This is an optimization exercise on Yosys and OpenROAD, whose aim is small area, not a production implementation. In this exercise RTL edits were held to simulation tests only and were not proved equivalent to the original. Power is estimated from default activity; no workload was simulated.

<file path="design/flow/flow/run.sh">
#!/bin/bash
# The standard layout with two changes:
#  - synthesis maps the logic with an area-oriented ABC script (flow/area.abc);
#    registers are untouched, so they are the standard synthesis's registers;
#  - the port buffers use the smallest buffer cell.
set -euo pipefail
W=$(pwd)
sed "s#^source \$::env(SCRIPTS_DIR)/synth_preamble.tcl#&\nset abc_args [list -script $W/flow/area.abc {*}[lrange \$abc_args 2 end]]#" \
  "$FLOW_HOME/scripts/synth.tcl" > my_synth.tcl
grep -q "flow/area.abc" my_synth.tcl
sed "s#source \$::env(SCRIPTS_DIR)/synth.tcl#source $W/my_synth.tcl#" synth_recipe.tcl > my_synth_recipe.tcl
grep -q "my_synth.tcl" my_synth_recipe.tcl
sed "s#SYNTH_SCRIPT=[^ ]*#SYNTH_SCRIPT=$W/my_synth_recipe.tcl#" standard.sh > my_standard.sh
grep -q "my_synth_recipe.tcl" my_standard.sh
export BUFFER_PORTS_ARGS="-buffer_cell sky130_fd_sc_hd__buf_1"
export CTS_ARGS="-sink_clustering_enable -repair_clock_nets -dont_use_dummy_load"
bash my_standard.sh > standard_flow.log 2>&1
</file>
<file path="design/flow/flow/area.abc">
strash
&get -n
&st
&dch
&nf -R 1000
&st
&dch
&nf -R 1000
&put
topo
</file>
<file path="design/flow/standard.sh">
#!/bin/bash
# synth_recipe.tcl (not shown) runs the flow's synth.tcl, then flattens the netlist and writes it again
# the make line also repeats each setting of config.mk as NAME=value (left out here)
make -C /OpenROAD-flow-scripts/flow DESIGN_CONFIG=/design/flow/config.mk WORK_HOME=/design/flow/orfs CLKGATE_MAP_FILE= SYNTH_SCRIPT=/design/flow/synth_recipe.tcl "${@:-finish}"
</file>
<file path="design/flow/config.mk">
export PLATFORM = sky130hd
export DESIGN_NAME = fpu_seq
export DESIGN_NICKNAME = fpu_seq
export VERILOG_FILES = /design/flow/design.v
export SDC_FILE = /design/flow/constraint.sdc
export NUM_CORES = 4
export LEC_CHECK = 0
export ABC_AREA = 1
export CAP_MARGIN = 0
export CORE_MARGIN = 2
export CORE_UTILIZATION = 65
export SLEW_MARGIN = 0
</file>
<file path="design/flow/constraint.sdc">
create_clock -name core_clock -period 11.0 [get_ports {clk}]
set_input_delay 2.2000 -clock core_clock [delete_from_list [all_inputs] [get_ports {clk}]]
set_output_delay 2.2000 -clock core_clock [all_outputs]
set_load 0.01 [all_outputs]
</file>
<file path="design/flow/design.v">
package fpu_pkg;
  localparam logic [1:0] OP_NONE = 2'b00;
  localparam logic [1:0] OP_FADD = 2'b01;
  localparam logic [1:0] OP_FMUL = 2'b10;
  localparam logic [1:0] OP_RSVD = 2'b11;
endpackage
module fpu_seq (
  input  logic        clk,
  input  logic        reset,
  input  logic        Start,
  input  logic [1:0]  FPUOp,
  input  logic [31:0] SrcA,
  input  logic [31:0] SrcB,
  output logic [31:0] Result,
  output logic        Done,
  output logic        Busy,
  output logic [3:0]  FPUFlags
);
  localparam logic [3:0] S_IDLE = 4'd0;
  localparam logic [3:0] S_A1   = 4'd1;   
  localparam logic [3:0] S_A2   = 4'd2;   
  localparam logic [3:0] S_A3   = 4'd3;   
  localparam logic [3:0] S_AL   = 4'd4;   
  localparam logic [3:0] S_ML   = 4'd5;   
  localparam logic [3:0] S_M4   = 4'd6;   
  localparam logic [3:0] S_NORM = 4'd7;   
  localparam logic [3:0] S_PACK = 4'd8;   
  localparam logic [3:0] S_RSV  = 4'd9;   
  localparam logic [3:0] S_DONE = 4'd10;
  localparam logic [3:0] S_A5   = 4'd11;  
  localparam logic [3:0] S_A6   = 4'd12;  
  localparam logic [3:0] S_M3   = 4'd13;  
  localparam logic [3:0] S_M3B  = 4'd14;
  localparam logic [3:0] S_A0   = 4'd15;
  logic [3:0]  r_state;
  logic [3:0]  w_next;
  logic [31:0] r_a;
  logic [31:0] r_b;
  logic [25:0] r_acc;
  logic [9:0]  r_ex;
  logic        r_swap;
  logic [7:0] w_eA, w_eB;
  logic       w_hA, w_hB, w_infA, w_infB;
  assign w_eA   = r_a[30:23];
  assign w_eB   = r_b[30:23];
  assign w_hA   = |w_eA;
  assign w_hB   = |w_eB;
  assign w_infA = &w_eA;
  assign w_infB = &w_eB;
  logic w_accZ, w_exNZ;
  assign w_accZ = ~|r_acc;
  assign w_exNZ = |r_ex;
  assign Result   = {r_a[31], r_ex[7:0], r_acc[23:1]};
  assign FPUFlags = {r_a[31], ~|r_ex[7:0], 1'b0, &r_ex[7:0]};
  assign Done     = (r_state == S_DONE);
  assign Busy     = (r_state != S_IDLE);
  logic        w_ySelB;    
  logic        w_yEn;      
  logic        w_sub;
  logic [24:0] w_x, w_y;
  logic [25:0] w_sum;
  assign w_x = r_acc[25:1] ^ {25{w_sub}};
  assign w_y = {w_yEn, (w_ySelB ? r_b[22:0] : r_a[22:0]) & {23{w_yEn}}, 1'b0};
  logic [25:0] w_c;
  assign w_c[0] = w_sub;
  for (genvar i = 0; i < 25; i++) begin : g_add
    assign w_sum[i]  = w_x[i] ^ w_y[i] ^ w_c[i];
    assign w_c[i+1]  = (w_x[i] & w_y[i]) | (w_c[i] & (w_x[i] ^ w_y[i]));
  end
  assign w_sum[25] = w_c[25];
  logic w_redo;
  assign w_redo = r_acc[25] & (r_a[31] ^ r_b[31]);
  logic [9:0] w_p, w_q, w_exSum;
  logic       w_cin;
  logic [10:0] w_ec;
  assign w_ec[0] = w_cin;
  for (genvar i = 0; i < 10; i++) begin : g_eadd
    assign w_exSum[i] = w_p[i] ^ w_q[i] ^ w_ec[i];
    assign w_ec[i+1]  = (w_p[i] & w_q[i]) | (w_ec[i] & (w_p[i] ^ w_q[i]));
  end
  logic w_ovf, w_unf, w_special;
  assign w_ovf     = ~r_ex[9] & (r_ex[8] | (&r_ex[7:0]));
  assign w_unf     = r_ex[9] | ~w_exNZ;
  assign w_special = (r_state == S_RSV) | w_infA | w_infB;
  logic       w_accept;
  logic [1:0] w_accOp;    
  logic       w_accNan;
  logic       w_bShift;
  logic [1:0] w_signOp;   
  assign w_accept = (r_state == S_IDLE) && Start && (FPUOp != 2'b00);
  always_comb begin
    w_next   = r_state;
    w_ySelB  = 1'b0;
    w_yEn    = 1'b0;
    w_sub    = 1'b0;
    w_p      = r_ex;
    w_q      = 10'd0;
    w_cin    = 1'b0;
    w_accOp  = 2'd0;
    w_accNan = 1'b0;
    w_bShift = 1'b0;
    w_signOp = 2'd0;
    case (r_state)
      S_IDLE: begin
        w_accOp = 2'd3;
        w_p     = 10'd0;
        w_q     = 10'h3E8;         
        if (w_accept) begin
          case (FPUOp)
            2'b01:   w_next = S_A0;
            2'b10:   w_next = S_ML;
            default: w_next = S_RSV;
          endcase
        end
      end
      S_A0: begin
        w_accOp = 2'd3;
        w_p     = 10'd0;
        w_q     = {2'b00, w_eA};
        w_next  = S_A1;
      end
      S_A1: begin
        w_accOp = 2'd3;
        w_q    = {2'b11, ~w_eB};
        w_cin  = 1'b1;
        w_next = S_A2;
      end
      S_A2: begin
        w_ySelB = ~r_swap;
        w_yEn   = r_swap ? w_hA : w_hB;
        w_accOp = 2'd1;
        w_next  = S_A3;
      end
      S_A3: begin
        w_accOp = 2'd2;
        w_next  = S_AL;
      end
      S_AL: begin
        if (w_exNZ && !w_accZ) begin
          w_accOp = 2'd1;
          w_q     = {{9{~r_ex[9]}}, 1'b1};
        end else begin
          w_next  = S_A5;
        end
      end
      S_A5: begin
        w_ySelB  = r_swap;
        w_yEn    = r_swap ? w_hB : w_hA;
        w_sub    = r_a[31] ^ r_b[31];
        w_accOp  = 2'd1;
        w_p      = 10'd0;
        w_q      = r_swap ? {2'b00, w_eB} : {2'b00, w_eA};
        w_signOp = 2'd2;
        w_next   = S_A6;
      end
      S_A6: begin
        w_next = w_redo ? S_A0 : S_NORM;
      end
      S_ML: begin
        w_yEn    = r_b[0] & w_hA & w_hB;
        w_accOp  = 2'd1;
        w_cin    = 1'b1;
        w_bShift = 1'b1;
        if (&r_ex) w_next = S_M3;
      end
      S_M3: begin
        w_p    = 10'd0;
        w_q    = {2'b00, w_eA};
        w_next = S_M3B;
      end
      S_M3B: begin
        w_q    = {2'b00, w_eB};
        w_next = S_M4;
      end
      S_M4: begin
        w_q      = 10'h381;        
        w_signOp = 2'd1;
        w_next   = S_NORM;
      end
      S_NORM: begin
        if (r_acc[25]) begin
          w_accOp = 2'd1;
          w_cin   = 1'b1;
          w_next  = S_PACK;
        end else if (!r_acc[24] && !w_accZ) begin
          w_accOp = 2'd2;
          w_q     = 10'h3FF;
        end else begin
          w_next = S_PACK;
        end
      end
      S_PACK, S_RSV: begin
        w_next = S_DONE;
        if (w_special) begin
          w_accOp  = 2'd3;
          w_accNan = 1'b1;
          w_p      = 10'd0;
          w_q      = 10'h0FF;
          w_signOp = 2'd3;
        end else if (!r_acc[24]) begin
          w_accOp  = 2'd3;
          w_p      = 10'd0;
          w_signOp = 2'd3;
        end else if (w_ovf) begin
          w_accOp  = 2'd3;
          w_p      = 10'd0;
          w_q      = 10'h0FF;
        end else if (w_unf) begin
          w_accOp  = 2'd3;
          w_p      = 10'd0;
          w_signOp = 2'd3;
        end
      end
      S_DONE: begin
        w_next = S_IDLE;
      end
      default: w_next = S_IDLE;
    endcase
  end
  always_ff @(posedge clk) begin
    if (!reset) r_state <= S_IDLE;
    else        r_state <= w_next;
  end
  always_ff @(posedge clk) begin
    r_ex <= w_exSum;
    case (w_accOp)
      2'd1:    r_acc <= {w_sum[25] ^ w_sub, w_sum[24:0]};
      2'd2:    r_acc <= {r_acc[24:0], 1'b0};
      2'd3:    r_acc <= {2'b00, w_accNan, 23'd0};
      default: ;
    endcase
    if (r_state == S_IDLE)    r_swap <= 1'b0;
    else if (r_state == S_A1) r_swap <= r_swap | w_exSum[9];
    else if (r_state == S_A6) r_swap <= r_swap ^ w_redo;
    if (r_state == S_IDLE) begin
      r_a <= SrcA;
      r_b <= SrcB;
    end else begin
      if (w_bShift) r_b[22:0] <= {w_hB, r_b[22:1]};
      case (w_signOp)
        2'd1:    r_a[31] <= r_a[31] ^ r_b[31];
        2'd2:    r_a[31] <= r_swap ? r_b[31] : r_a[31];
        2'd3:    r_a[31] <= 1'b0;
        default: ;
      endcase
    end
  end
endmodule
</file>
==> results of run 1 <==
state kept, by name, summed over array words and instances, names as in the netlist:
signal   flops
r_a         32
r_acc       26
r_b         32
r_ex        10
r_state      4
r_swap       1
layer usage:
metal	up-vias	GRT usage, %	wire [um]
met3	19	5.22	1250
met5	-	0	0
li1	2164	-	-
met2	268	43.7	6090
met4	0	5.37	160
met1	2257	45.9	6350
worst max-delay path: cells and delay by family (launching register included):
kind                       cells  cell delay (ns)
adders and majority gates     24             8.83
and+or+nand+nor                3             0.67
AOI/OAI and AO/OA              4             0.48
DFF                            1             0.42
buffers and inverters          1             0.08
what timing repair did:
item	4_1_cts	5_1_grt
buffers inserted	2	2
setup endpoints to repair	2	3
resized for setup	3	4
pin swaps	2	12
cell families (layout without fill, tap and decap cells):
family | count (synthesis) | after routing
AND/OR/NAND/NOR | 240 | 240
flip-flops | 105 | 105
AO/OA/AOI/OAI | 97 | 97
buffers and inverters | 53 | 158
adder cells (fa/ha/maj) | 37 | 37
XOR/XNOR | 29 | 29
other | 1 | 1
metrics by stage:
stage	TNS [ns]	cell area [sq um]	power (mW)	utilization (%)	hold WS, ns
after floorplan	0	6060	1.56	-	0.516
after global placement	0	6490	1.80	73.8	0.523
after detailed placement	-0.0821	6490	1.84	73.8	0.534
after CTS	0	6650	2.04	75.5	0.542
after global routing	0	6690	2.21	75.9	0.568
final	0	6690	2.06	75.9	0.541
cells in the final DEF, fill, tap and decap left out, types with 3 or more instances in the layout:
master / count
a21oi_1: 35
and2_0: 6
buf_1: 105
fa_2: 22
nand3_1: 12
o211ai_1: 5
buf_4: 24
o21ai_0: 13
nor3_1: 8
nand2_1: 148
xor2_1: 25
nand2b_1: 4
clkbuf_8: 9
dfxtp_1: 14
nor2b_1: 5
fa_1: 11
nor2_1: 27
nor4_1: 10
xnor2_1: 4
clkinv_1: 18
a221o_1: 3
ha_1: 4
edfxtp_1: 90
nand4_1: 9
a22o_1: 21
report_power, final:
part           total, mW  switching [mW]  internal, mW  leakage (nW)
clock network      0.194           0.120        0.0738        0.0647
registers          0.872           0.146         0.726          1.05
logic              0.990           0.644         0.346          1.49
worst max path at each step:
stage	start	end	slack (ns)
2_1_floorplan	r_b[24]	r_acc[24]	0.02
3_3_place_gp	r_b[24]	r_acc[24]	0.06
3_5_place_dp	r_a[25]	r_acc[25]	-0.04
4_1_cts	r_b[24]	r_acc[24]	0.006
5_1_grt	r_b[26]	r_acc[25]	0.0002
6_report	r_b[26]	r_acc[24]	0.35
final cells by class:
class | instances | area share, %
clock buffer | 9 | 1.85
inverter | 19 | 1.07
sequential | 105 | 44.9
timing repair buffer | 130 | 8.76
multi-input combinational | 404 | 41.4
tap | 108 | 2.02
==> flow_metrics.env, run 1 <==
export IMPL_worst_pin_slew_ns=1.26
export IMPL_die_h_um=99.9
export IMPL_io_pins=107
export IMPL_hold_path_depth=2
export IMPL_regArea_sq_mm=0.00300
export IMPL_grt_pass1_vias=4434
export IMPL_synth_xor_area_share_pct=4.25
export IMPL_start_kind="flip-flop"
export IMPL_synth_top_family_by_area="simple AND/OR/NAND/NOR gates"
export IMPL_clk_latency_ns=0.39
export IMPL_die_width_um=99.9
export IMPL_ctsHoldBuffers=0
export IMPL_synth_seq_cells=105
export IMPL_grt_ovfl_total=0
export IMPL_drive_gt1_share_pct=9.90
export IMPL_grt_total_usage_pct=29.2
export IMPL_worstReg2RegEnd="r_acc[24]"
export IMPL_synthMuxAreaShare_pct=0
export IMPL_synth_simple_gate_area_share_pct=17.5
export IMPL_slew_headroom_pct=15.8
export IMPL_cts_buffers=9
export IMPL_first_pass_iters=5
export IMPL_cts_root_buf="clkbuf_8"
export IMPL_area_growth_pct=11.8
export IMPL_rsz0062_at_grt="no"
export IMPL_synth_seq_area_share_pct=50.2
export IMPL_cts_tree="yes"
export IMPL_setup_ws_ns=0.349
export IMPL_clk_pin_slew_worst_paths_ns=0.12
export IMPL_start_util_pct=67.9
export IMPL_yosys_top_cells_count="nand2_1, edfxtp_1, a21oi_1"
export IMPL_clock_fmax_ghz=0.0939
export IMPL_grt_max_degree=67
export IMPL_place_hpwl_mm=10.4
export IMPL_status="finished clean"
export IMPL_avgSynthCellArea_sq_um=10.6
export IMPL_dp_cells=762
export IMPL_finalCritPeriodShare_pct=96.8
export IMPL_diodes=0
export IMPL_gp_congestion=1.01
export IMPL_rrSetupSlack_ns=0.35
export IMPL_path_class="reg -> reg"
export IMPL_hp_start="r_b[19]"
export IMPL_async_flop_share_pct=0
export IMPL_critPathCaptureType="flip-flop"
export IMPL_yosys_cell_types_count=39
export IMPL_synth_nets=668
export IMPL_synth_compound_area_share_pct=10.7
export IMPL_drv_slew=0
export IMPL_viasPerCell=6.07
export IMPL_synthAdderAreaFrac_pct=11.9
export IMPL_synth_flop_cell="edfxtp_1"
export IMPL_grt_pass1_wl_mm=22.2
export IMPL_h_tree_depth=3
export IMPL_ant_nets=0
export IMPL_crit_path_frequent_cell="fa_2"
export IMPL_finClkSkew_ns=0.0421
export IMPL_r2r_start="r_b[26]"
export IMPL_detail_route_wl_per_cell_um=17.9
export IMPL_power_leakage_nw=2.61
export IMPL_crit_required_ns=11.20
export IMPL_port_buffers=105
export IMPL_yosys_area_top_type="edfxtp_1"
export IMPL_fillers=649
export IMPL_worstRegToRegCells=32
export IMPL_synth_top_area_share_pct=45.2
export IMPL_synth_edf_count=90
export IMPL_fin_nets=775
export IMPL_yosysWarningCount=1
export IMPL_drc=0
export IMPL_synthesis_area_sq_mm=0.00598
export IMPL_multi_input_area_sq_mm=0.00277
export IMPL_ir_drop_mv=0.157
export IMPL_arrival_ns=10.86
export IMPL_setup_viol=0
export IMPL_drt_total_wl_mm=13.9
export IMPL_vias=4708
export IMPL_dp_slack_ns=-0.0415
export IMPL_clock_path_buffers=2
export IMPL_drtIter0Drc=410
export IMPL_die_area_sq_mm=0.00998
export IMPL_slowest_delay_ns=0.42
export IMPL_num_rows=34
export IMPL_yosysMostFrequentCell="nand2_1"
export IMPL_hold_end="r_b[18]"
export IMPL_cellPowerDensity_mw_per_mm2=308
export IMPL_crit_fanout=3
export IMPL_hp_class="reg -> reg"
export IMPL_synth_area_top_cells="edfxtp_1, fa_1, nand2_1"
export IMPL_period_minus_slack_ns=10.65
export IMPL_stdcell_count=775
export IMPL_postSynthCellCount=562
export IMPL_crit_slowest_cell="edfxtp_1"
export IMPL_maxCapViolations=0
export IMPL_core_sq_mm=0.00881
export IMPL_finalHoldViolations=0
export IMPL_clock_sinks=105
export IMPL_antenna_found_initial=0
==> inputs of run 2 (changes only) <==
--- a/design/flow/flow/run.sh
+++ b/design/flow/flow/run.sh
@@ -13,5 +13,6 @@
 sed "s#SYNTH_SCRIPT=[^ ]*#SYNTH_SCRIPT=$W/my_synth_recipe.tcl#" standard.sh > my_standard.sh
 grep -q "my_synth_recipe.tcl" my_standard.sh
 export BUFFER_PORTS_ARGS="-buffer_cell sky130_fd_sc_hd__buf_1"
+export SYNTH_INSBUF=0
 export CTS_ARGS="-sink_clustering_enable -repair_clock_nets -dont_use_dummy_load"
 bash my_standard.sh > standard_flow.log 2>&1
--- a/design/flow/config.mk
+++ b/design/flow/config.mk
@@ -9,4 +9,5 @@
 export CAP_MARGIN = 0
 export CORE_MARGIN = 2
 export CORE_UTILIZATION = 65
+export GPL_TIMING_DRIVEN = 0
 export SLEW_MARGIN = 0
==> run 2 against run 1 <==
  * Flip-flop and latch count is the same
  * Design area rose by 0.26%
  * Maximum frequency barely moved
  * Synthesized cell count is 6.0% lower
  * Wire length up 2.9%
  * Highest routed layer unchanged
==> flow_metrics.env, run 2 <==
export IMPL_final_common_cell="nand2_1"
export IMPL_synth_flop_cell="edfxtp_1"
export IMPL_ir_drop_mv=0.174
export IMPL_num_rows=34
export IMPL_drtIter0Drc=405
export IMPL_die_width_um=97.8
export IMPL_first_pass_iters=5
export IMPL_clk_pin_slew_worst_paths_ns=0.11
export IMPL_yosys_cell_types_count=38
export IMPL_power_leakage_nw=2.57
export IMPL_post_route_util_pct=77.6
export IMPL_slowest_delay_ns=0.43
export IMPL_maxCapViolations=0
export IMPL_yosysMostFrequentCell="nand2_1"
export IMPL_drv_slew=0
export IMPL_fin_nets=765
export IMPL_layout_common_cells="nand2_1, buf_1, edfxtp_1"
export IMPL_postSynthCellCount=528
export IMPL_diodes=0
export IMPL_gp_congestion=0.903
export IMPL_clk_latency_ns=0.37
export IMPL_clock_fmax_ghz=0.0938
export IMPL_viasPerCell=6.11
export IMPL_drive_gt1_share_pct=10.4
export IMPL_clock_path_buffers=2
export IMPL_power_mw=2.06
export IMPL_crit_required_ns=11.08
export IMPL_yosysWarningCount=1
export IMPL_worstRegToRegCells=33
export IMPL_async_flop_share_pct=0
export IMPL_start_kind="flip-flop"
export IMPL_period_minus_slack_ns=10.66
export IMPL_path_class="reg -> reg"
export IMPL_start_util_pct=66.3
export IMPL_port_buffers=105
export IMPL_die_h_um=97.8
export IMPL_synth_area_top_cells="edfxtp_1, fa_1, nand2_1"
export IMPL_grt_total_usage_pct=30.0
export IMPL_crit_fanout=3
export IMPL_hold_path_depth=2
export IMPL_yosys_area_top_type="edfxtp_1"
export IMPL_finish_instance_area_sq_mm=0.00670
export IMPL_drt_total_wl_mm=14.3
export IMPL_vias=4676
export IMPL_status="finished clean"
export IMPL_h_tree_depth=3
export IMPL_synth_edf_count=90
export IMPL_grt_pass1_wl_mm=22.2
export IMPL_drc=0
export IMPL_clock_sinks=105
export IMPL_critPathCaptureType="flip-flop"
export IMPL_core_sq_mm=0.00864
export IMPL_synthesis_area_sq_mm=0.00572
export IMPL_ant_nets=0
export IMPL_setup_viol=0
export IMPL_cts_tree="yes"
export IMPL_regArea_sq_mm=0.00302
export IMPL_synth_seq_area_share_pct=52.5
export IMPL_cellPowerDensity_mw_per_mm2=308
export IMPL_slew_headroom_pct=14.4
export IMPL_synth_seq_cells=105
export IMPL_antenna_found_initial=0
export IMPL_finalHoldViolations=0
export IMPL_grt_ovfl_total=0
export IMPL_hp_class="reg -> reg"
export IMPL_die_area_sq_mm=0.00957
export IMPL_crit_slowest_cell="edfxtp_1"
export IMPL_arrival_ns=10.74
export IMPL_finalCritPeriodShare_pct=96.9
export IMPL_area_growth_pct=17.1
export IMPL_rsz0062_at_grt="no"
export IMPL_reg_top3="r_a: 32 flops, r_b: 32 flops, r_acc: 26 flops"
export IMPL_cts_root_buf="clkbuf_8"
export IMPL_place_hpwl_mm=9.75
export IMPL_multi_input_area_sq_mm=0.00286
export IMPL_io_pins=107
export IMPL_grt_max_degree=64
export IMPL_whs_ns=0.540
export IMPL_yosys_top_cells_count="nand2_1, edfxtp_1, a21oi_1"
export IMPL_placed_area_sq_mm=0.00637
export IMPL_grt_pass1_vias=4280
export IMPL_cts_buffers=9
export IMPL_crit_path_frequent_cell="fa_2"
export IMPL_detail_route_wl_per_cell_um=18.6
export IMPL_fillers=594
export IMPL_synth_nets=634
export IMPL_avgSynthCellArea_sq_um=10.8
export IMPL_synth_top_area_share_pct=47.2
export IMPL_worst_pin_slew_ns=1.28
export IMPL_finClkSkew_ns=0.0383
-- run 2: cell count changes in the layout (fill, tap and decap cells not counted), sizes merged --
| cell | before | now |
|---|---|---|
| buf | 130 | 116 |
| o21ai | 16 | 18 |
| and3 | 3 | 4 |
| clkinv | 18 | 19 |
| inv | 1 | 0 |
| o21a | 1 | 2 |
-- run 2: layout make-up --
type / count / share of cell area [%]
clock buffer: 9 / 1.85
inverter: 19 / 1.08
multi-input combinational: 408 / 42.6
sequential: 105 / 45.0
tap: 108 / 2.02
timing repair buffer: 116 / 7.41
-- run 2: kinds of logic (layout without fill, tap and decap cells) --
group                    Yosys count  after routing  share of synthesized area (%)
flip-flops                       105            105                           52.5
buffers and inverters             19            144                           1.25
XOR/XNOR                          29             29                           4.44
AND/OR/NAND/NOR                  240            241                           18.2
AO/OA/AOI/OAI                     97            100                           11.1
other                              1              1                         0.0655
adder cells (fa/ha/maj)           37             37                           12.4
-- run 2: worst paths after layout --
| path | start | endpoint | slack [ns] |
|---|---|---|---|
| worst max-delay path | r_b[24] | r_acc[25] | 0.34 |
| worst min-delay path | r_b[16] | r_b[15] | 0.54 |
| worst max register to register | r_b[24] | r_acc[25] | 0.34 |
| worst min register to register | r_b[16] | r_b[15] | 0.54 |
-- run 2: worst max-delay path: cells and delay by family, from the launching register on --
kind	cells	cell delay, ns
fa+ha+maj	24	8.46
flops	1	0.43
compound gates	4	0.50
xor+xnor	1	0.14
buf+inv	1	0.08
simple gates	3	0.74
-- run 2: metrics by stage --
step	std cells	setup WS (ns)	TNS, ns
2_1_floorplan	528	0.0207	0
3_3_place_gp	741	-0.618	-1.86
3_5_place_dp	742	-0.716	-2.20
4_1_cts	761	0.0515	0
5_1_grt	765	0.0364	0
6_report	765	0.342	0
-- run 2: timing repair --
item / CTS / global route
setup endpoints to repair: 5 / 3
setup buffers: 6 / 4
hold buffers: 0 / 0
gates resized for setup: 22 / 3
pin swaps: 10 / 20
cloned: 4 / 0
-- run 2: power breakdown --
part	total, mW	switching [mW]	internal [mW]
sequential	0.895	0.166	0.729
combinational	0.978	0.634	0.344
clock	0.191	0.117	0.0739
total	2.06	0.917	1.15
-- run 2: routing by layer --
metal	share of wire, %	vias up	track usage (%)
met5	0	-	0
met4	1.7	0	9.40
met3	9.6	17	3.87
met2	45	274	43.0
met1	44	2225	48.5
li1	-	2160	-
==> inputs of run 3 (changes only) <==
--- a/design/flow/flow/run.sh
+++ b/design/flow/flow/run.sh
@@ -13,6 +13,5 @@
 sed "s#SYNTH_SCRIPT=[^ ]*#SYNTH_SCRIPT=$W/my_synth_recipe.tcl#" standard.sh > my_standard.sh
 grep -q "my_synth_recipe.tcl" my_standard.sh
 export BUFFER_PORTS_ARGS="-buffer_cell sky130_fd_sc_hd__buf_1"
-export SYNTH_INSBUF=0
 export CTS_ARGS="-sink_clustering_enable -repair_clock_nets -dont_use_dummy_load"
 bash my_standard.sh > standard_flow.log 2>&1
--- a/design/flow/config.mk
+++ b/design/flow/config.mk
@@ -8,6 +8,5 @@
 export ABC_AREA = 1
 export CAP_MARGIN = 0
 export CORE_MARGIN = 2
-export CORE_UTILIZATION = 65
-export GPL_TIMING_DRIVEN = 0
+export CORE_UTILIZATION = 72
 export SLEW_MARGIN = 0
==> run 3 against run 2 <==
  * Flip-flop and latch count did not move
  * Critical path type unchanged
  * Largest cell class unchanged
  * Combinational power barely moved
  * Sequential power decreased by 1%
  * Still clean on timing, DRC and antenna
  * Clock power about the same
  * Non-clock buffer count is 12 higher
==> flow_metrics.env, run 3 <==
export IMPL_h_tree_depth=3
export IMPL_clock_path_buffers=2
export IMPL_power_switching_mw=0.928
export IMPL_ir_drop_mv=0.165
export IMPL_drt_total_wl_mm=14.5
export IMPL_hp_class="reg -> reg"
export IMPL_crit_fanout=3
export IMPL_die_area_sq_mm=0.00905
export IMPL_yosys_cell_types_count=39
export IMPL_yosys_area_top_type="edfxtp_1"
export IMPL_placed_area_sq_mm=0.00648
export IMPL_slew_headroom_pct=18.2
export IMPL_yosysWarningCount=1
export IMPL_io_pins=107
export IMPL_setup_viol=0
export IMPL_crit_required_ns=11.09
export IMPL_pwr_share_clk_pct=9.2
export IMPL_ctsHoldBuffers=0
export IMPL_viasPerCell=6.25
export IMPL_drv_slew=0
export IMPL_status="finished clean"
export IMPL_finClkSkew_ns=0.0434
export IMPL_pwr_share_comb_pct=48.1
export IMPL_yosys_top_cells_count="nand2_1, edfxtp_1, a21oi_1"
export IMPL_yosysMostFrequentCell="nand2_1"
export IMPL_synth_seq_area_share_pct=50.2
export IMPL_num_rows=33
export IMPL_path_class="reg -> reg"
export IMPL_synth_top_area_share_pct=45.2
export IMPL_seqPwrFrac_pct=42.6
export IMPL_finalHoldViolations=0
export IMPL_tns_ns=0
export IMPL_drive_gt1_share_pct=9.77
export IMPL_die_h_um=95.1
export IMPL_start_util_pct=73.5
export IMPL_arrival_ns=10.77
export IMPL_die_width_um=95.1
export IMPL_postSynthCellCount=562
export IMPL_first_pass_iters=5
export IMPL_synth_flop_cell="edfxtp_1"
export IMPL_start_kind="flip-flop"
export IMPL_crit_path_frequent_cell="fa_2"
export IMPL_async_flop_share_pct=0
export IMPL_layout_common_cells="nand2_1, buf_1, edfxtp_1"
export IMPL_gp_congestion=0.992
export IMPL_cellPowerDensity_mw_per_mm2=311
export IMPL_vias=4816
export IMPL_grt_max_degree=68
export IMPL_p_int_mw=1.15
export IMPL_synth_seq_cells=105
export IMPL_clk_latency_ns=0.37
export IMPL_ant_nets=0
export IMPL_clock_sinks=105
export IMPL_fin_nets=773
export IMPL_post_route_util_pct=82.1
export IMPL_stdcell_count=770
export IMPL_swShare_pct=44.7
export IMPL_place_hpwl_mm=10.8
export IMPL_crit_slowest_cell="fa_1"
export IMPL_cts_buffers=9
export IMPL_cts_root_buf="clkbuf_8"
export IMPL_synth_nets=668
export IMPL_rsz0062_at_grt="no"
export IMPL_drtIter0Drc=592
export IMPL_clk_pin_slew_worst_paths_ns=0.08
export IMPL_detail_route_wl_per_cell_um=18.8
export IMPL_port_buffers=105
export IMPL_drc=0
export IMPL_clock_fmax_ghz=0.0937
export IMPL_synth_edf_count=90
export IMPL_synthesis_area_sq_mm=0.00598
export IMPL_dp_cells=758
export IMPL_grt_total_usage_pct=33.0
export IMPL_maxCapViolations=0
export IMPL_synth_area_top_cells="edfxtp_1, fa_1, nand2_1"
export IMPL_power_mw=2.08
export IMPL_finalCritPeriodShare_pct=97.0
export IMPL_avgSynthCellArea_sq_um=10.6
export IMPL_area_growth_pct=11.6
export IMPL_grt_ovfl_total=0
export IMPL_final_common_cell="nand2_1"
export IMPL_slowest_delay_ns=0.43
export IMPL_power_leakage_nw=2.60
export IMPL_finish_instance_area_sq_mm=0.00668
export IMPL_diodes=0
export IMPL_antenna_found_initial=0
export IMPL_fillers=514
export IMPL_reg_top3="r_a: 32 flops, r_b: 32 flops, r_acc: 26 flops"
export IMPL_critPathCaptureType="flip-flop"
export IMPL_core_sq_mm=0.00813
export IMPL_grt_pass1_vias=4444
export IMPL_cts_tree="yes"
export IMPL_worst_pin_slew_ns=1.23
export IMPL_period_minus_slack_ns=10.67
export IMPL_grt_pass1_wl_mm=22.4
run 3: cell types whose count changed after synthesis, sizes merged:
cell,previous run,this run
buf,0,34
run 3: per-stage QoR:
step	hold slack (ns)	setup WS (ns)
global route	0.594	0.0185
CTS	0.558	0.0241
floorplan	0.516	0.0207
global placement	0.524	0.0723
finish	0.559	0.329
detailed placement	0.539	-0.103
run 3: critical path: cells and delay by family, from the launching register on:
| family | cells | cell delay, ns |
|---|---|---|
| xor gates and xnor gates | 1 | 0.18 |
| AOI/OAI and AO/OA | 4 | 0.45 |
| buffers and inverters | 1 | 0.08 |
| adders and majority gates | 24 | 8.61 |
| and+or+nand+nor | 3 | 0.70 |
| DFF | 1 | 0.42 |
run 3: cell type report:
type                            instances  area, sq um  area share [%]
Sequential cell                       105         3000            45.0
Multi-Input combinational cell        404         2780            41.6
Timing Repair Buffer                  128          567            8.49
Tap cell                              105          131            1.97
Clock buffer                            9          124            1.86
Inverter                               19         71.3            1.07
run 3: timing repair:
action                     in CTS  in global routing
pin swaps                       9                 17
setup endpoints to repair       3                  3
resized for setup               4                  4
setup buffers                   2                  1
hold endpoints to repair        0                  0
run 3: kinds of logic after synthesis:
family / Yosys count / share of synthesized area [%]
compound gates: 97 / 10.7
xor+xnor: 29 / 4.25
fa+ha+maj: 37 / 11.9
buf+inv: 53 / 5.46
flops: 105 / 50.2
other cells: 1 / 0.0627
simple gates: 240 / 17.5
run 3: metal layers:
layer  up-vias  share of wire, %  GRT usage [%]
met5         -                 0              0
met4         0               1.8           8.94
met3        27                11           5.30
met2       365                44           47.2
met1      2258                42           52.9
li1       2166                 -              -
run 3: power by group through the flow:
stage / clock network, mW / registers (mW) / logic (mW)
2_1_floorplan: 0 / 0.839 / 0.721
3_3_place_gp: 0 / 0.866 / 0.926
3_5_place_dp: 0 / 0.879 / 0.971
4_1_cts: 0.190 / 0.875 / 0.986
5_1_grt: 0.206 / 0.905 / 1.11
6_report: 0.192 / 0.886 / 1.00
run 3: path summary, 6_finish.rpt:
kind / endpoint / startpoint / cells after the start / slack [ns]
max: r_acc[25] / r_b[24] / 33 / 0.33
min: r_b[19] / r_b[20] / 2 / 0.56
max reg2reg: r_acc[25] / r_b[24] / 33 / 0.33
min reg2reg: r_b[19] / r_b[20] / 2 / 0.56
==> inputs of run 4 (changes only) <==
--- a/design/flow/flow/run.sh
+++ b/design/flow/flow/run.sh
@@ -13,5 +13,5 @@
 sed "s#SYNTH_SCRIPT=[^ ]*#SYNTH_SCRIPT=$W/my_synth_recipe.tcl#" standard.sh > my_standard.sh
 grep -q "my_synth_recipe.tcl" my_standard.sh
 export BUFFER_PORTS_ARGS="-buffer_cell sky130_fd_sc_hd__buf_1"
-export CTS_ARGS="-sink_clustering_enable -repair_clock_nets -dont_use_dummy_load"
+export CTS_ARGS="-sink_clustering_enable -repair_clock_nets -dont_use_dummy_load -sink_clustering_size 40 -sink_clustering_max_diameter 150 -sink_clustering_levels 1 -buf_list sky130_fd_sc_hd__clkbuf_8"
 bash my_standard.sh > standard_flow.log 2>&1
==> run 4 against run 3 <==
  * Still clean
  * Combinational power barely moved
  * Synthesized cell count did not move
  * Sequential share of layout area did not move
  * Via count did not move
  * Core utilization did not move
  * Non-clock buffer count did not move
  * Power did not move
  * Critical path depth did not move
  * Wire length did not move
  * Design area did not move
  * First-iteration DRC count did not move
  * Critical path type unchanged
  * Critical endpoint unchanged
  * Largest cell class unchanged
==> flow_metrics.env, run 4 <==
export IMPL_async_flop_share_pct=0
export IMPL_avgSynthCellArea_sq_um=10.6
export IMPL_finalHoldViolations=0
export IMPL_hp_class="reg -> reg"
export IMPL_yosys_top_cells_count="nand2_1, edfxtp_1, a21oi_1"
export IMPL_cts_root_buf="clkbuf_8"
export IMPL_synth_seq_area_share_pct=50.2
export IMPL_vias=4816
export IMPL_final_common_cell="nand2_1"
export IMPL_start_util_pct=73.5
export IMPL_dp_cells=758
export IMPL_port_buffers=105
export IMPL_ir_drop_mv=0.165
export IMPL_yosysWarningCount=1
export IMPL_drt_total_wl_mm=14.5
export IMPL_grt_max_degree=68
export IMPL_worst_pin_slew_ns=1.23
export IMPL_grt_pass1_vias=4444
export IMPL_ctsHoldBuffers=0
export IMPL_rsz0062_at_grt="no"
export IMPL_antenna_found_initial=0
export IMPL_place_hpwl_mm=10.8
export IMPL_drive_gt1_share_pct=9.77
export IMPL_start_kind="flip-flop"
export IMPL_layout_common_cells="nand2_1, buf_1, edfxtp_1"
export IMPL_arrival_ns=10.77
export IMPL_clock_sinks=105
export IMPL_placed_area_sq_mm=0.00648
export IMPL_postSynthCellCount=562
export IMPL_grt_pass1_wl_mm=22.4
export IMPL_synth_area_top_cells="edfxtp_1, fa_1, nand2_1"
export IMPL_yosysMostFrequentCell="nand2_1"
export IMPL_synthesis_area_sq_mm=0.00598
export IMPL_die_width_um=95.1
export IMPL_area_growth_pct=11.6
export IMPL_status="finished clean"
export IMPL_crit_path_frequent_cell="fa_2"
export IMPL_num_rows=33
export IMPL_io_pins=107
export IMPL_stdcell_count=770
export IMPL_core_sq_mm=0.00813
export IMPL_clk_pin_slew_worst_paths_ns=0.08
export IMPL_detail_route_wl_per_cell_um=18.8
export IMPL_synth_seq_cells=105
export IMPL_clk_latency_ns=0.37
export IMPL_cts_tree="yes"
export IMPL_finalCritPeriodShare_pct=97.0
export IMPL_cts_buffers=9
export IMPL_path_class="reg -> reg"
export IMPL_die_area_sq_mm=0.00905
export IMPL_crit_required_ns=11.09
export IMPL_grt_ovfl_total=0
export IMPL_drv_slew=0
export IMPL_synth_flop_cell="edfxtp_1"
export IMPL_slowest_delay_ns=0.43
export IMPL_drc=0
export IMPL_synth_edf_count=90
export IMPL_crit_fanout=3
export IMPL_fin_nets=773
export IMPL_h_tree_depth=3
export IMPL_cellPowerDensity_mw_per_mm2=311
export IMPL_clock_fmax_ghz=0.0937
export IMPL_reg_top3="r_a: 32 flops, r_b: 32 flops, r_acc: 26 flops"
export IMPL_setup_viol=0
export IMPL_yosys_area_top_type="edfxtp_1"
export IMPL_synth_nets=668
export IMPL_yosys_cell_types_count=39
export IMPL_finClkSkew_ns=0.0434
export IMPL_diodes=0
export IMPL_maxCapViolations=0
export IMPL_finish_instance_area_sq_mm=0.00668
export IMPL_clock_path_buffers=2
export IMPL_critPathCaptureType="flip-flop"
export IMPL_period_minus_slack_ns=10.67
export IMPL_grt_total_usage_pct=33.0
export IMPL_ant_nets=0
export IMPL_fillers=514
export IMPL_viasPerCell=6.25
export IMPL_synth_top_area_share_pct=45.2
export IMPL_slew_headroom_pct=18.2
export IMPL_crit_slowest_cell="fa_1"
export IMPL_power_leakage_nw=2.60
export IMPL_die_h_um=95.1
export IMPL_drtIter0Drc=592
export IMPL_first_pass_iters=5
export IMPL_gp_congestion=0.992
export IMPL_tns_ns=0
run 4: cell counts in the layout (fill, tap and decap cells not counted):
Identical to the previous run, type by type.
run 4: layer usage:
| metal | share of wire (%) | track usage (%) | wire length [um] |
|---|---|---|---|
| met2 | 44 | 47.2 | 6420 |
| met5 | 0 | 0 | 0 |
| met1 | 42 | 52.9 | 6130 |
| met3 | 11 | 5.30 | 1650 |
| met4 | 1.8 | 8.94 | 262 |
run 4: layout make-up:
cell class	instances	area (sq um)	share of cell area (%)
Clock buffer	9	124	1.86
Inverter	19	71.3	1.07
Multi-Input combinational cell	404	2780	41.6
Sequential cell	105	3000	45.0
Tap cell	105	131	1.97
Timing Repair Buffer	128	567	8.49
run 4: where the power goes:
part / total, mW / switching [mW] / internal, mW
Sequential: 0.886 / 0.159 / 0.727
Combinational: 1.00 / 0.651 / 0.349
Clock: 0.192 / 0.118 / 0.0739
run 4: cells by family after synthesis:
logic type,share of synthesized area (%)
compound gates,10.7
xor+xnor,4.25
fa+ha+maj,11.9
buf+inv,5.46
flops,50.2
other cells,0.0627
simple gates,17.5
run 4: worst paths after layout:
check	startpoint	to	slack, ns	cells past startpoint
worst max-delay path	r_b[24]	r_acc[25]	0.33	33
worst min register to register	r_b[20]	r_b[19]	0.56	2
worst max register to register	r_b[24]	r_acc[25]	0.33	33
worst min-delay path	r_b[20]	r_b[19]	0.56	2
run 4: repair_timing:
| action | CTS | global route |
|---|---|---|
| pin swaps | 9 | 17 |
| endpoints found under the hold margin | 0 | 0 |
| setup buffers | 2 | 1 |
| gates resized for setup | 4 | 4 |
| endpoints found under the setup margin | 3 | 3 |
| gates cloned | 0 | 0 |
run 4: worst max-delay path, delay by kind of cell (launching register included):
kind | cells | cell delay [ns]
buffers and inverters | 1 | 0.08
and+or+nand+nor | 3 | 0.70
AOI/OAI and AO/OA | 4 | 0.45
xor gates and xnor gates | 1 | 0.18
DFF | 1 | 0.42
adders and majority gates | 24 | 8.61
run 4: stage by stage:
stage | util (%) | total power [mW] | hold slack [ns] | worst slack, ns
after CTS | 81.6 | 2.05 | 0.558 | 0.0241
after global placement | 79.7 | 1.79 | 0.524 | 0.0723
after floorplan | - | 1.56 | 0.516 | 0.0207
final | 82.1 | 2.08 | 0.559 | 0.329
after detailed placement | 79.7 | 1.85 | 0.539 | -0.103
after global routing | 82.1 | 2.22 | 0.594 | 0.0185
==> inputs of run 5 (changes only) <==
--- a/design/flow/flow/run.sh
+++ b/design/flow/flow/run.sh
@@ -13,5 +13,5 @@
 sed "s#SYNTH_SCRIPT=[^ ]*#SYNTH_SCRIPT=$W/my_synth_recipe.tcl#" standard.sh > my_standard.sh
 grep -q "my_synth_recipe.tcl" my_standard.sh
 export BUFFER_PORTS_ARGS="-buffer_cell sky130_fd_sc_hd__buf_1"
-export CTS_ARGS="-sink_clustering_enable -repair_clock_nets -dont_use_dummy_load -sink_clustering_size 40 -sink_clustering_max_diameter 150 -sink_clustering_levels 1 -buf_list sky130_fd_sc_hd__clkbuf_8"
+export CTS_ARGS="-sink_clustering_enable -repair_clock_nets -dont_use_dummy_load -root_buf sky130_fd_sc_hd__clkbuf_8 -buf_list sky130_fd_sc_hd__clkbuf_4"
 bash my_standard.sh > standard_flow.log 2>&1
==> run 5 against run 4 <==
  * Sequential power barely moved
  * Flip-flop and latch count stayed put
  * Still clean on timing, DRC and antenna
  * Wire length unchanged
  * Critical endpoint unchanged
  * Worst hold slack unchanged
  * First-iteration DRC count is the same
  * Power is the same
  * Largest cell class unchanged
  * Via count stayed put
  * Clock-buffer cell count stayed put
  * Die area stayed put
  * Non-clock buffer count unchanged
  * Combinational power about the same
==> flow_metrics.env, run 5 <==
export IMPL_finalCritPeriodShare_pct=97.0
export IMPL_layout_common_cells="nand2_1, buf_1, edfxtp_1"
export IMPL_viasPerCell=6.25
export IMPL_h_tree_depth=3
export IMPL_crit_path_frequent_cell="fa_2"
export IMPL_arrival_ns=10.77
export IMPL_place_hpwl_mm=10.8
export IMPL_crit_required_ns=11.09
export IMPL_vias=4816
export IMPL_dp_cells=758
export IMPL_yosys_cell_types_count=39
export IMPL_hp_class="reg -> reg"
export IMPL_worst_pin_slew_ns=1.23
export IMPL_die_width_um=95.1
export IMPL_synthesis_area_sq_mm=0.00598
export IMPL_rsz0062_at_grt="no"
export IMPL_synth_top_area_share_pct=45.2
export IMPL_drt_total_wl_mm=14.5
export IMPL_synth_flop_cell="edfxtp_1"
export IMPL_power_leakage_nw=2.60
export IMPL_yosys_top_cells_count="nand2_1, edfxtp_1, a21oi_1"
export IMPL_start_util_pct=73.5
export IMPL_dp_slack_ns=-0.103
export IMPL_postSynthCellCount=562
export IMPL_critPathCaptureType="flip-flop"
export IMPL_cts_buffers=9
export IMPL_drive_gt1_share_pct=9.77
export IMPL_die_h_um=95.1
export IMPL_yosys_area_top_type="edfxtp_1"
export IMPL_reg_top3="r_a: 32 flops, r_b: 32 flops, r_acc: 26 flops"
export IMPL_path_class="reg -> reg"
export IMPL_slowest_delay_ns=0.43
export IMPL_yosysWarningCount=1
export IMPL_grt_ovfl_total=0
export IMPL_start_kind="flip-flop"
export IMPL_drc=0
export IMPL_clock_path_buffers=2
export IMPL_first_pass_iters=5
export IMPL_final_common_cell="nand2_1"
export IMPL_ant_nets=0
export IMPL_setup_viol=0
export IMPL_avgSynthCellArea_sq_um=10.6
export IMPL_grt_pass1_vias=4444
export IMPL_synth_edf_count=90
export IMPL_cellPowerDensity_mw_per_mm2=311
export IMPL_area_growth_pct=11.6
export IMPL_crit_slowest_cell="fa_1"
export IMPL_num_rows=33
export IMPL_clk_pin_slew_worst_paths_ns=0.08
export IMPL_ir_drop_mv=0.165
export IMPL_stdcell_count=770
export IMPL_cts_tree="yes"
export IMPL_crit_fanout=3
export IMPL_synth_nets=668
export IMPL_post_route_util_pct=82.1
export IMPL_setup_ws_ns=0.329
export IMPL_slew_headroom_pct=18.2
export IMPL_die_area_sq_mm=0.00905
export IMPL_grt_total_usage_pct=33.0
export IMPL_port_buffers=105
export IMPL_power_mw=2.08
export IMPL_async_flop_share_pct=0
export IMPL_drv_slew=0
export IMPL_detail_route_wl_per_cell_um=18.8
export IMPL_grt_pass1_wl_mm=22.4
export IMPL_finalHoldViolations=0
export IMPL_fin_nets=773
export IMPL_ctsHoldBuffers=0
export IMPL_synth_area_top_cells="edfxtp_1, fa_1, nand2_1"
export IMPL_fillers=514
export IMPL_finClkSkew_ns=0.0434
export IMPL_cts_root_buf="clkbuf_8"
export IMPL_gp_congestion=0.992
export IMPL_io_pins=107
export IMPL_grt_max_degree=68
export IMPL_diodes=0
export IMPL_synth_seq_area_share_pct=50.2
export IMPL_core_sq_mm=0.00813
export IMPL_status="finished clean"
export IMPL_period_minus_slack_ns=10.67
export IMPL_synth_seq_cells=105
export IMPL_drtIter0Drc=592
export IMPL_yosysMostFrequentCell="nand2_1"
export IMPL_clock_fmax_ghz=0.0937
export IMPL_clock_sinks=105
export IMPL_clk_latency_ns=0.37
export IMPL_maxCapViolations=0
export IMPL_antenna_found_initial=0
export IMPL_whs_ns=0.559
==> run 5: cell counts in the layout (fill, tap and decap cells not counted) <==
Identical to the previous run, type by type.
==> run 5: final timing paths <==
check	from	end	slack, ns	cells after the start
worst max-delay path	r_b[24]	r_acc[25]	0.33	33
worst min-delay path	r_b[20]	r_b[19]	0.56	2
worst max register to register	r_b[24]	r_acc[25]	0.33	33
worst min register to register	r_b[20]	r_b[19]	0.56	2
==> run 5: area by class of cell <==
| type | count | area [sq um] | share of cell area, % |
|---|---|---|---|
| Tap cell | 105 | 131 | 1.97 |
| Clock buffer | 9 | 124 | 1.86 |
| Sequential cell | 105 | 3000 | 45.0 |
| Multi-Input combinational cell | 404 | 2780 | 41.6 |
| Inverter | 19 | 71.3 | 1.07 |
| Timing Repair Buffer | 128 | 567 | 8.49 |
==> run 5: logic make-up after synthesis <==
family                     after synthesis  share of synthesized area, %
other                                    1                        0.0627
DFF                                    105                          50.2
adders and majority gates               37                          11.9
AOI/OAI and AO/OA                       97                          10.7
xor gates and xnor gates                29                          4.25
and+or+nand+nor                        240                          17.5
buffers and inverters                   53                          5.46
==> run 5: worst max-delay path: cells and delay by family, from the launching register on <==
kind / cells / cell delay, ns
buffers and inverters: 1 / 0.08
AOI/OAI and AO/OA: 4 / 0.45
adders and majority gates: 24 / 8.61
and+or+nand+nor: 3 / 0.70
DFF: 1 / 0.42
xor gates and xnor gates: 1 / 0.18
==> run 5: power breakdown <==
group	switching [mW]	leakage (nW)	total (mW)	internal [mW]
clock	0.118	0.0647	0.192	0.0739
combinational	0.651	1.48	1.00	0.349
sequential	0.159	1.05	0.886	0.727
==> run 5: per-layer routing <==
layer | vias up | wire length (um) | global-route usage [%]
li1 | 2166 | - | -
met5 | - | 0 | 0
met4 | 0 | 262 | 8.94
met1 | 2258 | 6130 | 52.9
met2 | 365 | 6420 | 47.2
met3 | 27 | 1650 | 5.30
==> run 5: per-stage QoR <==
step | setup TNS (ns) | area [sq um]
finish | 0 | 6680
global route | 0 | 6680
floorplan | 0 | 6060
global placement | 0 | 6480
CTS | 0 | 6640
detailed placement | -0.179 | 6480
==> run 5: repair_timing <==
item                                    in CTS  in global routing
endpoints found under the hold margin        0                  0
endpoints found under the setup margin       3                  3
pin swaps                                    9                 17
setup buffers                                2                  1
gates resized for setup                      4                  4
==> inputs of run 6 (changes only) <==
--- a/design/flow/design.v
+++ b/design/flow/design.v
@@ -54,9 +54,13 @@
   assign FPUFlags = {r_a[31], ~|r_ex[7:0], 1'b0, &r_ex[7:0]};
   assign Done     = (r_state == S_DONE);
   assign Busy     = (r_state != S_IDLE);
-  logic        w_ySelB;    
-  logic        w_yEn;      
-  logic        w_sub;
+  logic        r_ySelB;    
+  logic        r_yEn;      
+  logic        r_sub;      
+  logic        w_ySelB, w_yEn, w_sub;
+  assign w_ySelB = r_ySelB;
+  assign w_yEn   = r_yEn;
+  assign w_sub   = r_sub;
   logic [24:0] w_x, w_y;
   logic [25:0] w_sum;
   assign w_x = r_acc[25:1] ^ {25{w_sub}};
@@ -90,9 +94,6 @@
   assign w_accept = (r_state == S_IDLE) && Start && (FPUOp != 2'b00);
   always_comb begin
     w_next   = r_state;
-    w_ySelB  = 1'b0;
-    w_yEn    = 1'b0;
-    w_sub    = 1'b0;
     w_p      = r_ex;
     w_q      = 10'd0;
     w_cin    = 1'b0;
@@ -126,8 +127,6 @@
         w_next = S_A2;
       end
       S_A2: begin
-        w_ySelB = ~r_swap;
-        w_yEn   = r_swap ? w_hA : w_hB;
         w_accOp = 2'd1;
         w_next  = S_A3;
       end
@@ -144,9 +143,6 @@
         end
       end
       S_A5: begin
-        w_ySelB  = r_swap;
-        w_yEn    = r_swap ? w_hB : w_hA;
-        w_sub    = r_a[31] ^ r_b[31];
         w_accOp  = 2'd1;
         w_p      = 10'd0;
         w_q      = r_swap ? {2'b00, w_eB} : {2'b00, w_eA};
@@ -157,13 +153,13 @@
         w_next = w_redo ? S_A0 : S_NORM;
       end
       S_ML: begin
-        w_yEn    = r_b[0] & w_hA & w_hB;
         w_accOp  = 2'd1;
         w_cin    = 1'b1;
         w_bShift = 1'b1;
         if (&r_ex) w_next = S_M3;
       end
       S_M3: begin
+        if (!(w_hA && w_hB)) w_accOp = 2'd3;    
         w_p    = 10'd0;
         w_q    = {2'b00, w_eA};
         w_next = S_M3B;
@@ -217,6 +213,22 @@
       default: w_next = S_IDLE;
     endcase
   end
+  logic w_swapN, w_ySelBN, w_rb0N;
+  always_comb begin
+    w_swapN = r_swap;
+    if (r_state == S_IDLE)    w_swapN = 1'b0;
+    else if (r_state == S_A1) w_swapN = r_swap | w_exSum[9];
+    else if (r_state == S_A6) w_swapN = r_swap ^ w_redo;
+  end
+  assign w_ySelBN = w_swapN ^ (w_next == S_A2);
+  assign w_rb0N   = (r_state == S_IDLE) ? SrcB[0] : (w_bShift ? r_b[1] : r_b[0]);
+  always_ff @(posedge clk) begin
+    r_swap  <= w_swapN;
+    r_ySelB <= w_ySelBN;
+    r_yEn   <= (w_next == S_ML) ? w_rb0N
+             : (((w_next == S_A2) || (w_next == S_A5)) && (w_ySelBN ? w_hB : w_hA));
+    r_sub   <= (w_next == S_A5) && (r_a[31] ^ r_b[31]);
+  end
   always_ff @(posedge clk) begin
     if (!reset) r_state <= S_IDLE;
     else        r_state <= w_next;
@@ -229,9 +241,6 @@
       2'd3:    r_acc <= {2'b00, w_accNan, 23'd0};
       default: ;
     endcase
-    if (r_state == S_IDLE)    r_swap <= 1'b0;
-    else if (r_state == S_A1) r_swap <= r_swap | w_exSum[9];
-    else if (r_state == S_A6) r_swap <= r_swap ^ w_redo;
     if (r_state == S_IDLE) begin
       r_a <= SrcA;
       r_b <= SrcB;
--- a/design/flow/flow/run.sh
+++ b/design/flow/flow/run.sh
@@ -10,8 +10,8 @@
 grep -q "flow/area.abc" my_synth.tcl
 sed "s#source \$::env(SCRIPTS_DIR)/synth.tcl#source $W/my_synth.tcl#" synth_recipe.tcl > my_synth_recipe.tcl
 grep -q "my_synth.tcl" my_synth_recipe.tcl
-sed "s#SYNTH_SCRIPT=[^ ]*#SYNTH_SCRIPT=$W/my_synth_recipe.tcl#" standard.sh > my_standard.sh
+sed "s#SYNTH_SCRIPT=[^ ]*#SYNTH_SCRIPT=$W/my_synth_recipe.tcl ADDER_MAP_FILE=#" standard.sh > my_standard.sh
 grep -q "my_synth_recipe.tcl" my_standard.sh
 export BUFFER_PORTS_ARGS="-buffer_cell sky130_fd_sc_hd__buf_1"
-export CTS_ARGS="-sink_clustering_enable -repair_clock_nets -dont_use_dummy_load -root_buf sky130_fd_sc_hd__clkbuf_8 -buf_list sky130_fd_sc_hd__clkbuf_4"
+export CTS_ARGS="-sink_clustering_enable -repair_clock_nets -dont_use_dummy_load"
 bash my_standard.sh > standard_flow.log 2>&1
==> run 6 against run 5 <==
  * Sequential share of layout area up 0.87 points
  * Sequential power down 2.4%
  * Maximum frequency up 3.0%
  * Non-clock buffer count down 15
  * Still clean
  * Largest power group unchanged
  * Clock-buffer cell count unchanged
  * Power down 2.0%
  * Register-to-register slack better by 0.31 ns
  * Combinational power about the same
  * Global-route usage down 1.2 points
  * Final cell count up 4.8%
  * Worst hold slack better by 0.081 ns
  * Area after synthesis up 3.7%
==> flow_metrics.env, run 6 <==
export IMPL_status="finished clean"
export IMPL_grt_pass1_wl_mm=24.4
export IMPL_ant_nets=0
export IMPL_power_switching_mw=0.886
export IMPL_seqPwrFrac_pct=42.5
export IMPL_crit_slowest_cell="or3_1"
export IMPL_die_width_um=96.8
export IMPL_yosys_top_cells_count="edfxtp_1, nand2_1, o21ai_0"
export IMPL_grt_total_usage_pct=31.8
export IMPL_cellPowerDensity_mw_per_mm2=305
export IMPL_synthesis_area_sq_mm=0.00620
export IMPL_period_minus_slack_ns=10.36
export IMPL_core_sq_mm=0.00830
export IMPL_reg_top3="r_a: 32 flops, r_b: 32 flops, r_acc: 26 flops"
export IMPL_start_kind="flip-flop"
export IMPL_yosysWarningCount=1
export IMPL_power_leakage_nw=2.46
export IMPL_synth_top_area_share_pct=43.6
export IMPL_antenna_found_initial=0
export IMPL_cts_setup_buffers=0
export IMPL_vias=5207
export IMPL_hp_class="reg -> reg"
export IMPL_clock_path_buffers=2
export IMPL_layout_common_cells="buf_1, edfxtp_1, nand2_1"
export IMPL_grt_ovfl_total=0
export IMPL_whs_ns=0.640
export IMPL_synth_seq_area_share_pct=49.4
export IMPL_h_tree_depth=3
export IMPL_slowest_delay_ns=0.42
export IMPL_ir_drop_mv=0.162
export IMPL_critPathCaptureType="flip-flop"
export IMPL_crit_fanout=25
export IMPL_grt_max_degree=46
export IMPL_fin_nets=773
export IMPL_slew_headroom_pct=37.1
export IMPL_synth_flop_cell="edfxtp_1"
export IMPL_synth_nets=683
export IMPL_place_hpwl_mm=10.7
export IMPL_setup_viol=0
export IMPL_path_class="reg -> reg"
export IMPL_finalHoldViolations=0
export IMPL_synth_edf_count=90
export IMPL_die_area_sq_mm=0.00937
export IMPL_final_common_cell="buf_1"
export IMPL_die_h_um=96.8
export IMPL_placed_area_sq_mm=0.00654
export IMPL_clock_fmax_ghz=0.0965
export IMPL_viasPerCell=6.45
export IMPL_crit_path_frequent_cell="or2_0"
export IMPL_yosys_cell_types_count=44
export IMPL_drv_slew=0
export IMPL_clk_pin_slew_worst_paths_ns=0.11
export IMPL_area_growth_pct=7.77
export IMPL_p_int_mw=1.15
export IMPL_drtIter0Drc=340
export IMPL_num_rows=33
export IMPL_cts_tree="yes"
export IMPL_first_pass_iters=5
export IMPL_pwr_share_comb_pct=48.0
export IMPL_clock_sinks=108
export IMPL_finish_instance_area_sq_mm=0.00669
export IMPL_detail_route_wl_per_cell_um=18.6
export IMPL_cts_root_buf="clkbuf_8"
export IMPL_maxCapViolations=0
export IMPL_worst_pin_slew_ns=0.936
export IMPL_finClkSkew_ns=0.0303
export IMPL_port_buffers=105
export IMPL_crit_required_ns=11.10
export IMPL_gp_congestion=0.929
export IMPL_drive_gt1_share_pct=3.13
export IMPL_clk_latency_ns=0.37
export IMPL_arrival_ns=10.46
export IMPL_drc=0
export IMPL_fillers=529
export IMPL_swShare_pct=43.5
export IMPL_finalCritPeriodShare_pct=94.2
export IMPL_avgSynthCellArea_sq_um=10.1
export IMPL_io_pins=107
export IMPL_cts_buffers=9
export IMPL_postSynthCellCount=614
export IMPL_start_util_pct=74.7
export IMPL_stdcell_count=807
export IMPL_pwr_share_clk_pct=9.6
export IMPL_synth_area_top_cells="edfxtp_1, dfxtp_1, nand2_1"
export IMPL_async_flop_share_pct=0
export IMPL_grt_pass1_vias=5033
export IMPL_dp_cells=798
export IMPL_diodes=0
export IMPL_yosys_area_top_type="edfxtp_1"
export IMPL_drt_total_wl_mm=15.0
export IMPL_synth_seq_cells=108
export IMPL_yosysMostFrequentCell="edfxtp_1"
==> run 6: final timing paths <==
check	slack, ns	cells past startpoint	from	to
min	0.64	2	r_b[10]	r_b[9]
min reg2reg	0.64	2	r_b[10]	r_b[9]
max	0.64	47	r_sub	r_acc[25]
max reg2reg	0.64	47	r_sub	r_acc[25]
==> run 6: critical path, delay by kind of cell (launching register included) <==
family	cells	cell delay (ns)
compound gates	25	4.06
simple gates	19	5.06
xor+xnor	1	0.14
buf+inv	2	0.42
flops	1	0.38
==> run 6: cell families after synthesis <==
kind of cell,Yosys count,share of synthesized area (%)
simple gates,203,15.5
xor+xnor,66,10.4
flops,108,49.4
buf+inv,62,5.81
fa+ha+maj,7,1.13
compound gates,167,17.7
other cells,1,0.0605
==> run 6: repair_timing <==
action / CTS / global route
hold buffers: 0 / 0
endpoints found under the setup margin: 0 / 4
resized for setup: 0 / 11
==> run 6: routing by layer <==
layer / routed length, um / share of wire [%] / vias to the layer above / GRT usage, %
met1: 6030 / 40 / 2454 / 43.2
met4: 281 / 1.9 / 0 / 10.7
met5: 0 / 0 / - / 0
met2: 7270 / 48 / 310 / 52.1
li1: - / - / 2408 / -
met3: 1410 / 9.4 / 35 / 5.56
==> run 6: power by group through the flow <==
stage / Sequential (mW) / Clock, mW / Combinational (mW)
after global placement: 0.858 / 0 / 0.901
after detailed placement: 0.864 / 0 / 0.950
final: 0.865 / 0.195 / 0.977
after global routing: 0.882 / 0.209 / 1.07
after floorplan: 0.838 / 0 / 0.744
after CTS: 0.857 / 0.197 / 0.960
==> run 6: metrics by stage <==
step	TNS, ns	total power, mW	util, %	setup WS (ns)
global route	-0.0168	2.16	80.6	-0.0168
CTS	0	2.01	80.3	0.439
floorplan	0	1.58	-	1.15
detailed placement	0	1.81	78.8	0.585
global placement	0	1.76	78.8	1.29
finish	0	2.04	80.6	0.641
==> run 6: final cells by class <==
type / count / area [sq um] / share of cell area [%]
multi-input cells: 444 / 2790 / 41.8
flip-flops and latches: 108 / 3070 / 45.9
well taps: 105 / 131 / 1.97
inverters: 28 / 105 / 1.57
clock buffers: 9 / 124 / 1.85
repair buffers: 113 / 465 / 6.96
==> inputs of run 7 (changes only) <==
--- a/design/flow/flow/run.sh
+++ b/design/flow/flow/run.sh
@@ -10,7 +10,7 @@
 grep -q "flow/area.abc" my_synth.tcl
 sed "s#source \$::env(SCRIPTS_DIR)/synth.tcl#source $W/my_synth.tcl#" synth_recipe.tcl > my_synth_recipe.tcl
 grep -q "my_synth.tcl" my_synth_recipe.tcl
-sed "s#SYNTH_SCRIPT=[^ ]*#SYNTH_SCRIPT=$W/my_synth_recipe.tcl ADDER_MAP_FILE=#" standard.sh > my_standard.sh
+sed "s#SYNTH_SCRIPT=[^ ]*#SYNTH_SCRIPT=$W/my_synth_recipe.tcl#" standard.sh > my_standard.sh
 grep -q "my_synth_recipe.tcl" my_standard.sh
 export BUFFER_PORTS_ARGS="-buffer_cell sky130_fd_sc_hd__buf_1"
 export CTS_ARGS="-sink_clustering_enable -repair_clock_nets -dont_use_dummy_load"
--- a/design/flow/config.mk
+++ b/design/flow/config.mk
@@ -8,5 +8,5 @@
 export ABC_AREA = 1
 export CAP_MARGIN = 0
 export CORE_MARGIN = 2
-export CORE_UTILIZATION = 72
+export CORE_UTILIZATION = 76
 export SLEW_MARGIN = 0
==> run 7 against run 6 <==
  * First-iteration DRC count increased by 60%
  * Core utilization is 5.0 points higher
  * Combinational power increased by 2%
  * Worst setup slack lost 0.37 ns
  * Area after synthesis is 1.9% lower
  * Design area decreased by 1.2%
  * Critical endpoint is now r_acc[24]
  * Sequential share of layout area grew 0.61 points
  * Clock power hardly changed
  * Final cell count down 6.3%
  * Clock skew about the same
==> flow_metrics.env, run 7 <==
export IMPL_place_hpwl_mm=11.7
export IMPL_cellPowerDensity_mw_per_mm2=316
export IMPL_crit_required_ns=11.12
export IMPL_yosysMostFrequentCell="nand2_1"
export IMPL_worstReg2RegEnd="r_acc[24]"
export IMPL_reg_top3="r_a: 32 flops, r_b: 32 flops, r_acc: 26 flops"
export IMPL_arrival_ns=10.85
export IMPL_diodes=0
export IMPL_worst_pin_slew_ns=1.16
export IMPL_slew_headroom_pct=22.7
export IMPL_h_tree_depth=3
export IMPL_critPathCaptureType="flip-flop"
export IMPL_detail_route_wl_per_cell_um=20.7
export IMPL_drc=0
export IMPL_synth_nets=673
export IMPL_crit_fanout=2
export IMPL_avgSynthCellArea_sq_um=10.7
export IMPL_vias=4850
export IMPL_synth_top_area_share_pct=44.4
export IMPL_period_minus_slack_ns=10.73
export IMPL_rrSetupSlack_ns=0.27
export IMPL_num_rows=32
export IMPL_hold_path_depth=2
export IMPL_first_pass_iters=7
export IMPL_async_flop_share_pct=0
export IMPL_port_buffers=105
export IMPL_crit_slowest_cell="fa_1"
export IMPL_path_class="reg -> reg"
export IMPL_power_leakage_nw=2.23
export IMPL_area_growth_pct=8.53
export IMPL_grt_ovfl_total=0
export IMPL_finalHoldViolations=0
export IMPL_synth_seq_cells=108
export IMPL_fin_nets=762
export IMPL_core_sq_mm=0.00773
export IMPL_die_h_um=93.5
export IMPL_cts_setup_buffers=0
export IMPL_grt_pass1_vias=4847
export IMPL_final_common_cell="nand2_1"
export IMPL_fillers=419
export IMPL_synth_simple_gate_area_share_pct=17.8
export IMPL_start_util_pct=78.8
export IMPL_yosysWarningCount=1
export IMPL_die_area_sq_mm=0.00874
export IMPL_yosys_top_cells_count="nand2_1, edfxtp_1, o21ai_0"
export IMPL_io_pins=107
export IMPL_antenna_found_initial=0
export IMPL_grt_total_usage_pct=37.5
export IMPL_yosys_area_top_type="edfxtp_1"
export IMPL_drv_slew=0
export IMPL_drive_gt1_share_pct=6.27
export IMPL_hold_end="r_b[18]"
export IMPL_grt_max_degree=72
export IMPL_cts_buffers=9
export IMPL_clk_latency_ns=0.37
export IMPL_gp_congestion=0.992
export IMPL_grt_pass1_wl_mm=24.4
export IMPL_synth_flop_cell="edfxtp_1"
export IMPL_start_kind="flip-flop"
export IMPL_cts_root_buf="clkbuf_8"
export IMPL_clock_fmax_ghz=0.0932
export IMPL_slowest_delay_ns=0.43
export IMPL_yosys_cell_types_count=35
export IMPL_drtIter0Drc=543
export IMPL_postSynthCellCount=567
export IMPL_synth_compound_area_share_pct=9.86
export IMPL_ir_drop_mv=0.174
export IMPL_finClkSkew_ns=0.0300
export IMPL_clock_sinks=108
export IMPL_r2r_start="r_acc[1]"
export IMPL_synth_seq_area_share_pct=50.3
export IMPL_worstRegToRegCells=33
export IMPL_synthMuxAreaShare_pct=0
export IMPL_maxCapViolations=0
export IMPL_crit_path_frequent_cell="fa_2"
export IMPL_synth_top_family_by_area="simple AND/OR/NAND/NOR gates"
export IMPL_clk_pin_slew_worst_paths_ns=0.09
export IMPL_synthesis_area_sq_mm=0.00609
export IMPL_finalCritPeriodShare_pct=97.6
export IMPL_clock_path_buffers=2
export IMPL_synth_xor_area_share_pct=4.46
export IMPL_layout_common_cells="nand2_1, buf_1, edfxtp_1"
export IMPL_cts_tree="yes"
export IMPL_viasPerCell=6.42
export IMPL_rsz0062_at_grt="no"
export IMPL_placed_area_sq_mm=0.00646
export IMPL_ant_nets=0
export IMPL_die_width_um=93.5
export IMPL_synthAdderAreaFrac_pct=11.7
export IMPL_post_route_util_pct=85.5
export IMPL_synth_area_top_cells="edfxtp_1, fa_1, nand2_1"
export IMPL_hp_start="r_b[19]"
export IMPL_drt_total_wl_mm=15.7
export IMPL_status="finished clean"
export IMPL_synth_edf_count=90
export IMPL_power_mw=2.09
export IMPL_finish_instance_area_sq_mm=0.00661
export IMPL_setup_viol=0
export IMPL_hp_class="reg -> reg"
## run 7: worst max-delay path, delay by kind of cell (launching register included)
family          cells  cell delay, ns
fa+ha+maj          25            9.25
buf+inv             7            0.57
flops               1            0.42
compound gates      1            0.20
## run 7: final cells by class
class / instances / area [sq um] / share of cell area [%]
Sequential cell: 108 / 3070 / 46.5
Multi-Input combinational cell: 399 / 2740 / 41.4
Timing Repair Buffer: 112 / 450 / 6.82
Tap cell: 102 / 128 / 1.93
Clock buffer: 9 / 124 / 1.87
Inverter: 26 / 97.6 / 1.48
## run 7: logic make-up (layout without fill, tap and decap cells)
family	count (synthesis)	count (layout)
other cells	1	1
xor+xnor	31	31
flops	108	108
compound gates	97	97
fa+ha+maj	37	37
buf+inv	60	147
simple gates	233	233
## run 7: power by group
part	switching, mW	internal [mW]	total (mW)	leakage [nW]
clock network	0.118	0.0738	0.192	0.0647
logic	0.682	0.312	0.993	1.08
registers	0.154	0.750	0.905	1.09
## run 7: repair_timing
action | 4_1_cts | 5_1_grt
hold buffers | 0 | 0
pin swaps | 1 | 3
gates cloned | 0 | 0
gates resized for setup | 6 | 4
endpoints found under the setup margin | 2 | 2
## run 7: stage by stage
step	worst slack, ns	hold slack (ns)	TNS [ns]	instances
finish	0.266	0.545	0	756
global route	0.00427	0.575	0	756
CTS	0.0279	0.545	0	756
detailed placement	-0.339	0.526	-0.500	747
global placement	0.0837	0.515	0	747
floorplan	0.0370	0.507	0	567
## run 7: how the worst max path moves through the flow
| stage | from | to | slack (ns) |
|---|---|---|---|
| floorplan | r_sub | r_acc[24] | 0.04 |
| CTS | r_acc[1] | r_acc[24] | 0.03 |
| global route | r_acc[1] | r_acc[24] | 0.004 |
| finish | r_acc[1] | r_acc[24] | 0.27 |
| global placement | r_acc[1] | r_acc[24] | 0.08 |
| detailed placement | r_acc[1] | r_acc[24] | -0.34 |
## run 7: routing by layer
metal / GRT usage (%) / up-vias / part of all wire [%]
li1: - / 2133 / -
met1: 48.6 / 2297 / 35
met2: 63.6 / 348 / 50
met3: 5.48 / 72 / 11
met4: 16.4 / 0 / 4.6
met5: 0 / - / 0

Re-timed with assumed drivers on the ports (clkbuf_16 on the clock, buf_2 on other inputs), run 7 has 0.266 ns of setup slack against 0.266 ns with ideal ports, and 0.266 ns once port delays also move by the mid clock arrival of 0.389 ns.
